Source: an optimization exercise on an open RTL-to-GDS flow (aim: small area and a short achievable clock period). Production flows keep margins and buffers that such runs may drop.
Power figures rest on the tool's default switching activity, not on a simulated workload.

// core_trace_buf
module core_trace_buf #(
  parameter int DEPTH_LOG2 = 4,
  parameter int SEQ_W      = 16
) (
  input  logic                  clk,
  input  logic                  rst,
  input  logic                  trace_en,
  input  logic                  clear,
  input  logic [31:0]           core_pc,
  input  logic [31:0]           core_inst,
  input  logic                  core_rf_we,
  input  logic [4:0]            core_rf_waddr,
  input  logic [31:0]           core_rf_wdata,
  output logic                  out_valid,
  input  logic                  out_ready,
  output logic [SEQ_W-1:0]      out_seq,
  output logic [31:0]           out_pc,
  output logic [31:0]           out_inst,
  output logic                  out_rd_we,
  output logic [4:0]            out_rd,
  output logic [31:0]           out_rd_data,
  output logic [DEPTH_LOG2:0]   count,
  output logic                  overflow,
  output logic [SEQ_W-1:0]      drop_cnt
);
Settings: LEC_CHECK=0, CAP_MARGIN=20, CORE_MARGIN=2, CORE_UTILIZATION=55, CTS_CLUSTER_DIAMETER=150, CTS_CLUSTER_SIZE=28, PLACE_DENSITY=0.72, SETUP_SLACK_MARGIN=3.3, SLEW_MARGIN=20; clock period 5.5 ns.
run.sh (not shown) runs the stock make flow with config.mk's settings and CLKGATE_MAP_FILE= SYNTH_SCRIPT=/design/flow/synth_recipe.tcl, a recipe that flattens the netlist after the stock synthesis.
The baseline finished with timing, DRC and antenna clean.
Next try:
- CORE_UTILIZATION: 55 -> 60
- SETUP_SLACK_MARGIN: 3.3 -> 3.2
Result: Synthesized area does not change; cell area falls by 1.7%; total power falls by 0.80%; worst setup slack improves by 0.030 ns; clock-buffer cell count falls by 5; critical path depth stays the same; via count falls by 3.2%; synthesized cell count stays the same; core utilization rises by 4.3 points; wire length falls by 7.4%.
Next try:
- CORE_UTILIZATION: 60 -> 55
- PLACE_DENSITY: 0.72 -> default
What happened: The changed run completed with no timing, DRC or antenna violations. Count of clock-buffer cells in the layout grows by 3. Final cell count climbs by 2.3%. Combinational power stays flat. Flip-flop and latch count stays the same. Routed wire length rises by 2.2%. Die area increases by 9.0%. Global-route usage came out lower by 2.2 points. Non-clock buffer count rises by 10.
Next try:
- PLACE_DENSITY: default -> 0.72
Cell count hardly moves.
Via count increases by 2.8%.
Synthesized area is unchanged.
Count of clock-buffer cells in the layout increases by 2.
Routed wire length barely changes.
Worst setup slack gains 0.027 ns.
Cell area came out lower by 0.41%.
Sequential power stays flat.
Register-to-register slack gets worse by 0.04 ns.
First-iteration DRC count is higher by 18%.
No run of this note included a check of the RTL's function; only the layout flow was run.

* * *

the reference run:
Another version of the RTL of core_trace_buf (not shown whole).
Size in the first run: ~3300 cells after synthesis, ~250 I/O pins, about 69000 µm² of cells after synthesis.
## core_trace_buf
module core_trace_buf #(
  parameter int DEPTH_LOG2 = 4,
  parameter int SEQ_W      = 16
) (
  input  logic                  clk,
  input  logic                  rst,
  input  logic                  trace_en,
  input  logic                  clear,
  input  logic [31:0]           core_pc,
  input  logic [31:0]           core_inst,
  input  logic                  core_rf_we,
  input  logic [4:0]            core_rf_waddr,
  input  logic [31:0]           core_rf_wdata,
  output logic                  out_valid,
  input  logic                  out_ready,
  output logic [SEQ_W-1:0]      out_seq,
  output logic [31:0]           out_pc,
  output logic [31:0]           out_inst,
  output logic                  out_rd_we,
  output logic [4:0]            out_rd,
  output logic [31:0]           out_rd_data,
  output logic [DEPTH_LOG2:0]   count,
  output logic                  overflow,
  output logic [SEQ_W-1:0]      drop_cnt
);
  localparam int DEPTH = 1 << DEPTH_LOG2;
  localparam int NS    = DEPTH - 1;                   
  localparam int CW    = DEPTH_LOG2 + 1;
  localparam int REC_W = SEQ_W + 32 + 32 + 1 + 5 + 32;
  logic [REC_W-1:0]      r_mem [NS];
  logic [REC_W-1:0]      r_head;
  logic [NS-1:0]         r_wa, r_wb;                  
  logic [NS-1:0]         w_wptr;
  logic [NS:0]           r_hsel;                      
  logic [CW-1:0]         r_count;
  logic                  r_valid, r_c1, r_c2, r_full;  
  logic [SEQ_W-1:0]      r_seq, r_drop;
  logic                  r_ovf;
  logic                  w_attempt, w_pop, w_push, w_drop, w_up, w_dn, w_to_mem, w_le1_n, w_hold;
  logic [REC_W-1:0]      w_rec, w_head_d;
  logic [NS:0]           w_hld;
  logic [NS-1:0]         w_wen;
  assign w_attempt = trace_en & ~clear;
  assign w_pop     = r_valid & out_ready & ~clear;
  assign w_push    = w_attempt & (~r_full | w_pop);
  assign w_drop    = w_attempt & r_full & ~w_pop;
  assign w_up      = w_push & ~w_pop;
  assign w_dn      = w_pop & ~w_push;
  assign w_to_mem  = w_push & r_valid & ~(r_c1 & out_ready);
  assign w_le1_n   = clear | ~r_valid | r_c1 & ~w_up | r_c2 & w_dn;
  assign w_rec     = {r_seq, core_pc, core_inst, core_rf_we & (core_rf_waddr != 5'd0), core_rf_waddr, core_rf_wdata};
  assign {out_seq, out_pc, out_inst, out_rd_we, out_rd, out_rd_data} = r_head;
  assign out_valid = r_valid;
  assign count     = r_count;
  ...
clock: 5.5 ns
lec_check: 0
cap_margin: 20
core_margin: 2
core_utilization: 48
cts_cluster_diameter: 150
cts_cluster_size: 28
setup_slack_margin: 3.2
slew_margin: 20
synth_hierarchical: 1
synth_minimum_keep_size: 0
Looking at the reports, the reference run completed the entire flow and the layout it produced met the timing, design-rule and antenna checks.
Edits applied to the flow inputs when going from the reference run to the trial run:
diff --git a/flow/config.mk b/flow/config.mk
--- a/flow/config.mk
+++ b/flow/config.mk
@@ -9,5 +9,5 @@
 export CORE_MARGIN = 2
 export CORE_UTILIZATION = 48
-export CTS_CLUSTER_DIAMETER = 150
+export CTS_CLUSTER_DIAMETER = 80
 export CTS_CLUSTER_SIZE = 28
 export SETUP_SLACK_MARGIN = 3.2
## What came out
Re hold slack: the trial run and the reference run aren't equal, and the lower value belongs to the trial run.
Between the trial run and the reference run, the final worst-path setup slack is lower for the reference run.
Comparing switching share of power for the trial run and the reference run, the smaller number came from the reference run.
From the reference run to the trial run the numbers moved as follows: total number of vias held steady; count of buffers not belonging to the clock network in the layout went down 8; worst clock skew held; period utilization now smaller; peak supply drop now sits higher.
No run of this note included a check of the RTL's function; only the layout flow was run.

* * *

The RTL this note starts from:
==> flow/design.v <==
module core_trace_buf #(
  parameter int DEPTH_LOG2 = 4,
  parameter int SEQ_W      = 16
) (
  input  logic                  clk,
  input  logic                  rst,
  input  logic                  trace_en,
  input  logic                  clear,
  input  logic [31:0]           core_pc,
  input  logic [31:0]           core_inst,
  input  logic                  core_rf_we,
  input  logic [4:0]            core_rf_waddr,
  input  logic [31:0]           core_rf_wdata,
  output logic                  out_valid,
  input  logic                  out_ready,
  output logic [SEQ_W-1:0]      out_seq,
  output logic [31:0]           out_pc,
  output logic [31:0]           out_inst,
  output logic                  out_rd_we,
  output logic [4:0]            out_rd,
  output logic [31:0]           out_rd_data,
  output logic [DEPTH_LOG2:0]   count,
  output logic                  overflow,
  output logic [SEQ_W-1:0]      drop_cnt
);
  localparam int DEPTH = 1 << DEPTH_LOG2;
  localparam int NS    = DEPTH - 1;                   
  localparam int CW    = DEPTH_LOG2 + 1;
  localparam int REC_W = SEQ_W + 32 + 32 + 1 + 5 + 32;
  logic [REC_W-1:0]      r_mem [NS];
  logic [REC_W-1:0]      r_head;
  logic [NS-1:0]         r_wa, r_wb;                  
  logic [NS-1:0]         w_wptr;
  logic [NS:0]           r_hsel;                      
  logic [CW-1:0]         r_count;
  logic                  r_valid, r_c1, r_c2, r_full;  
  logic [SEQ_W-1:0]      r_seq, r_drop;
  logic                  r_ovf;
  logic                  w_attempt, w_pop, w_push, w_drop, w_up, w_dn, w_to_mem, w_le1_n, w_hold;
  logic [REC_W-1:0]      w_rec, w_head_d;
  logic [NS:0]           w_hld;
  logic [NS-1:0]         w_wen;
  assign w_attempt = trace_en & ~clear;
  assign w_pop     = r_valid & out_ready & ~clear;
  assign w_push    = w_attempt & (~r_full | w_pop);
  assign w_drop    = w_attempt & r_full & ~w_pop;
  assign w_up      = w_push & ~w_pop;
  assign w_dn      = w_pop & ~w_push;
  assign w_to_mem  = w_push & r_valid & ~(r_c1 & out_ready);
  assign w_le1_n   = clear | ~r_valid | r_c1 & ~w_up | r_c2 & w_dn;
  assign w_rec     = {r_seq, core_pc, core_inst, core_rf_we & (core_rf_waddr != 5'd0), core_rf_waddr, core_rf_wdata};
  assign {out_seq, out_pc, out_inst, out_rd_we, out_rd, out_rd_data} = r_head;
  assign out_valid = r_valid;
  assign count     = r_count;
  assign overflow  = r_ovf;
  assign drop_cnt  = r_drop;
  assign w_hold = r_valid & ~out_ready;
  assign w_hld  = w_hold ? '0 : r_hsel;
  localparam int NT = NS + 2;                         
  localparam int NG = (NT + 2) / 3;
  logic [REC_W-1:0] w_dat [NG*3];
  logic [NG*3-1:0]  w_sel;
  logic [REC_W-1:0] w_grp_n [NG];
  always_comb begin
    w_dat[0] = r_head;
    w_sel[0] = w_hold;
    w_dat[1] = w_rec;
    w_sel[1] = w_hld[NS];
    for (int i = 0; i < NS; i++) begin
      w_dat[i+2] = r_mem[i];
      w_sel[i+2] = w_hld[i];
    end
    for (int t = NT; t < NG*3; t++) begin
      w_dat[t] = w_dat[3*(NG-1)];
      w_sel[t] = w_sel[3*(NG-1)];
    end
  end
  for (genvar g = 0; g < NG; g++) begin : g_grp
    for (genvar b = 0; b < REC_W; b++) begin : g_bit
      core_trace_buf_aoi3 u_aoi (
        .a1(w_sel[3*g]),   .a2(w_dat[3*g][b]),
        .b1(w_sel[3*g+1]), .b2(w_dat[3*g+1][b]),
        .c1(w_sel[3*g+2]), .c2(w_dat[3*g+2][b]),
        .y(w_grp_n[g][b])
      );
    end
  end
  always_comb begin
    w_head_d = '1;
    for (int g = 0; g < NG; g++) w_head_d = w_head_d & w_grp_n[g];
    w_head_d = ~w_head_d;
  end
  always_comb
    for (int i = 0; i < NS; i++)
      w_wen[i] = r_wa[i] | r_wb[i] & out_ready;
  always_ff @(posedge clk)
    for (int i = 0; i < NS; i++)
      if (w_wen[i]) r_mem[i] <= w_rec;
  always_ff @(posedge clk)
    r_head <= w_head_d;
  assign w_wptr = r_wa | r_wb;
  logic [NS-1:0]  n_wptr;
  logic [NS:0]    n_hsel;
  logic [CW-1:0]  n_count;
  logic           n_valid, n_c1, n_c2, n_full;
  always_comb begin
    n_wptr  = w_wptr;
    n_hsel  = r_hsel;
    n_count = r_count;
    n_valid = r_valid;
    n_c1    = r_c1;
    n_c2    = r_c2;
    n_full  = r_full;
    if (w_to_mem) n_wptr = {w_wptr[NS-2:0], w_wptr[NS-1]};
    if (w_le1_n)
      n_hsel = (NS+1)'(1) << NS;
    else if (w_pop)
      n_hsel = {1'b0, r_hsel[NS-2:0], r_hsel[NS-1]};
    else if (r_c1)
      n_hsel = {1'b0, w_wptr};
    if (w_up) begin
      n_count = r_count + 1'b1;
      n_valid = 1'b1;
      n_c1    = ~r_valid;
      n_c2    = r_c1;
      n_full  = r_count == CW'(DEPTH - 1);
    end else if (w_dn) begin
      n_count = r_count - 1'b1;
      n_valid = ~r_c1;
      n_c1    = r_c2;
      n_c2    = r_count == CW'(3);
      n_full  = 1'b0;
    end
  end
  always_ff @(posedge clk or posedge rst)
    if (rst) begin
      r_wa    <= NS'(1);
      r_wb    <= '0;
      r_hsel  <= (NS+1)'(1) << NS;
      r_count <= '0;
      r_valid <= 1'b0;
      r_c1    <= 1'b0;
      r_c2    <= 1'b0;
      r_full  <= 1'b0;
      r_seq   <= '0;
      r_drop  <= '0;
      r_ovf   <= 1'b0;
    end else if (clear) begin
      r_wa    <= NS'(1);
      r_wb    <= '0;
      r_hsel  <= (NS+1)'(1) << NS;
      r_count <= '0;
      r_valid <= 1'b0;
      r_c1    <= 1'b0;
      r_c2    <= 1'b0;
      r_full  <= 1'b0;
      r_seq   <= '0;
      r_drop  <= '0;
      r_ovf   <= 1'b0;
    end else begin
      r_wa    <= n_full ? '0 : n_wptr;
      r_wb    <= n_full ? n_wptr : '0;
      r_hsel  <= n_hsel;
      r_count <= n_count;
      r_valid <= n_valid;
      r_c1    <= n_c1;
      r_c2    <= n_c2;
      r_full  <= n_full;
      r_seq   <= w_attempt ? r_seq + 1'b1 : r_seq;
      r_drop  <= (w_drop && r_drop != '1) ? r_drop + 1'b1 : r_drop;
      r_ovf   <= r_ovf | w_drop;
    end
endmodule
module core_trace_buf_aoi3 (
  input  logic a1, a2, b1, b2, c1, c2,
  output logic y
);
  assign y = ~(a1 & a2 | b1 & b2 | c1 & c2);
endmodule
make LEC_CHECK=0 CAP_MARGIN=20 CORE_MARGIN=2 CORE_UTILIZATION=50 CTS_CLUSTER_DIAMETER=150 CTS_CLUSTER_SIZE=28 SETUP_SLACK_MARGIN=3.2 SLEW_MARGIN=20 SYNTH_HIERARCHICAL=1 SYNTH_MINIMUM_KEEP_SIZE=0 finish   # period 5.5 ns
The starting point completed without violations.
Rerun with:
--- a/flow/config.mk
+++ b/flow/config.mk
@@ -8,5 +8,5 @@
 export CAP_MARGIN = 20
 export CORE_MARGIN = 2
-export CORE_UTILIZATION = 50
+export CORE_UTILIZATION = 56
 export CTS_CLUSTER_DIAMETER = 150
 export CTS_CLUSTER_SIZE = 28
What happened:
- fmax climbs by 2.8%
- via count falls by 4.1%
- hold slack gets worse by 0.0043 ns
- power falls by 1.6%
- clock power went down by about 2%
- worst setup slack improved by 0.070 ns
- cell area came out lower by 4.0%
- first-iteration DRC count shrinks by 18%
- die area goes down by 11%
- utilization goes up by 4.3 points
No run of this note included a check of the RTL's function; only the layout flow was run.

[afterwards: timing with drivers on the ports]
Ports are ideal in the flow. The routed layouts listed here were re-timed in OpenROAD.
Step 1 assumes that a clkbuf_16 drives the clock port and a buf_2 every other input.
Step 2, shift: input delay + t, output delay - t, t = (earliest + latest rising clock arrival at the registers) / 2. This alone moves slack from input paths to output paths.
Three values: no drivers, after step 1, after step 2; two values: the first two.
run | shift t [ns] | setup slack, ns | hold slack, ns | worst setup path after step 2 | clock arrival spread, ns
the first run of note 1 | 0.793 | 3.065 / 2.979 / 2.457 | 0.499 / 0.499 / 0.499 | input to register | 0.044 / 0.044
the second run of note 1 | 0.774 | 3.095 / 3.016 / 2.373 | 0.498 / 0.498 / 0.498 | input to register | 0.041 / 0.041
the third run of note 1 | 0.766 | 3.096 / 3.020 / 2.384 | 0.497 / 0.497 / 0.497 | input to register | 0.034 / 0.034
the fourth run of note 1 | 0.773 | 3.123 / 3.038 / 2.437 | 0.498 / 0.498 / 0.498 | input to register | 0.037 / 0.036
the reference run | 0.798 | 3.047 / 2.964 / 2.465 | 0.471 / 0.471 / 0.471 | input to register | 0.042 / 0.042
the trial run | 0.809 | 3.062 / 2.988 / 2.439 | 0.464 / 0.464 / 0.464 | input to register | 0.049 / 0.049
the first run of note 3 | 0.824 | 2.983 / 2.931 / 2.213 | 0.474 / 0.474 / 0.474 | input to register | 0.044 / 0.044
the second run of note 3 | 0.781 | 3.053 / 2.969 / 2.390 | 0.470 / 0.470 / 0.470 | input to register | 0.032 / 0.032
After both steps every run listed still meets setup and hold. For the first run of note 3, which loses most, drivers alone change the setup slack by -0.052 ns; drivers and shift together by -0.770 ns.
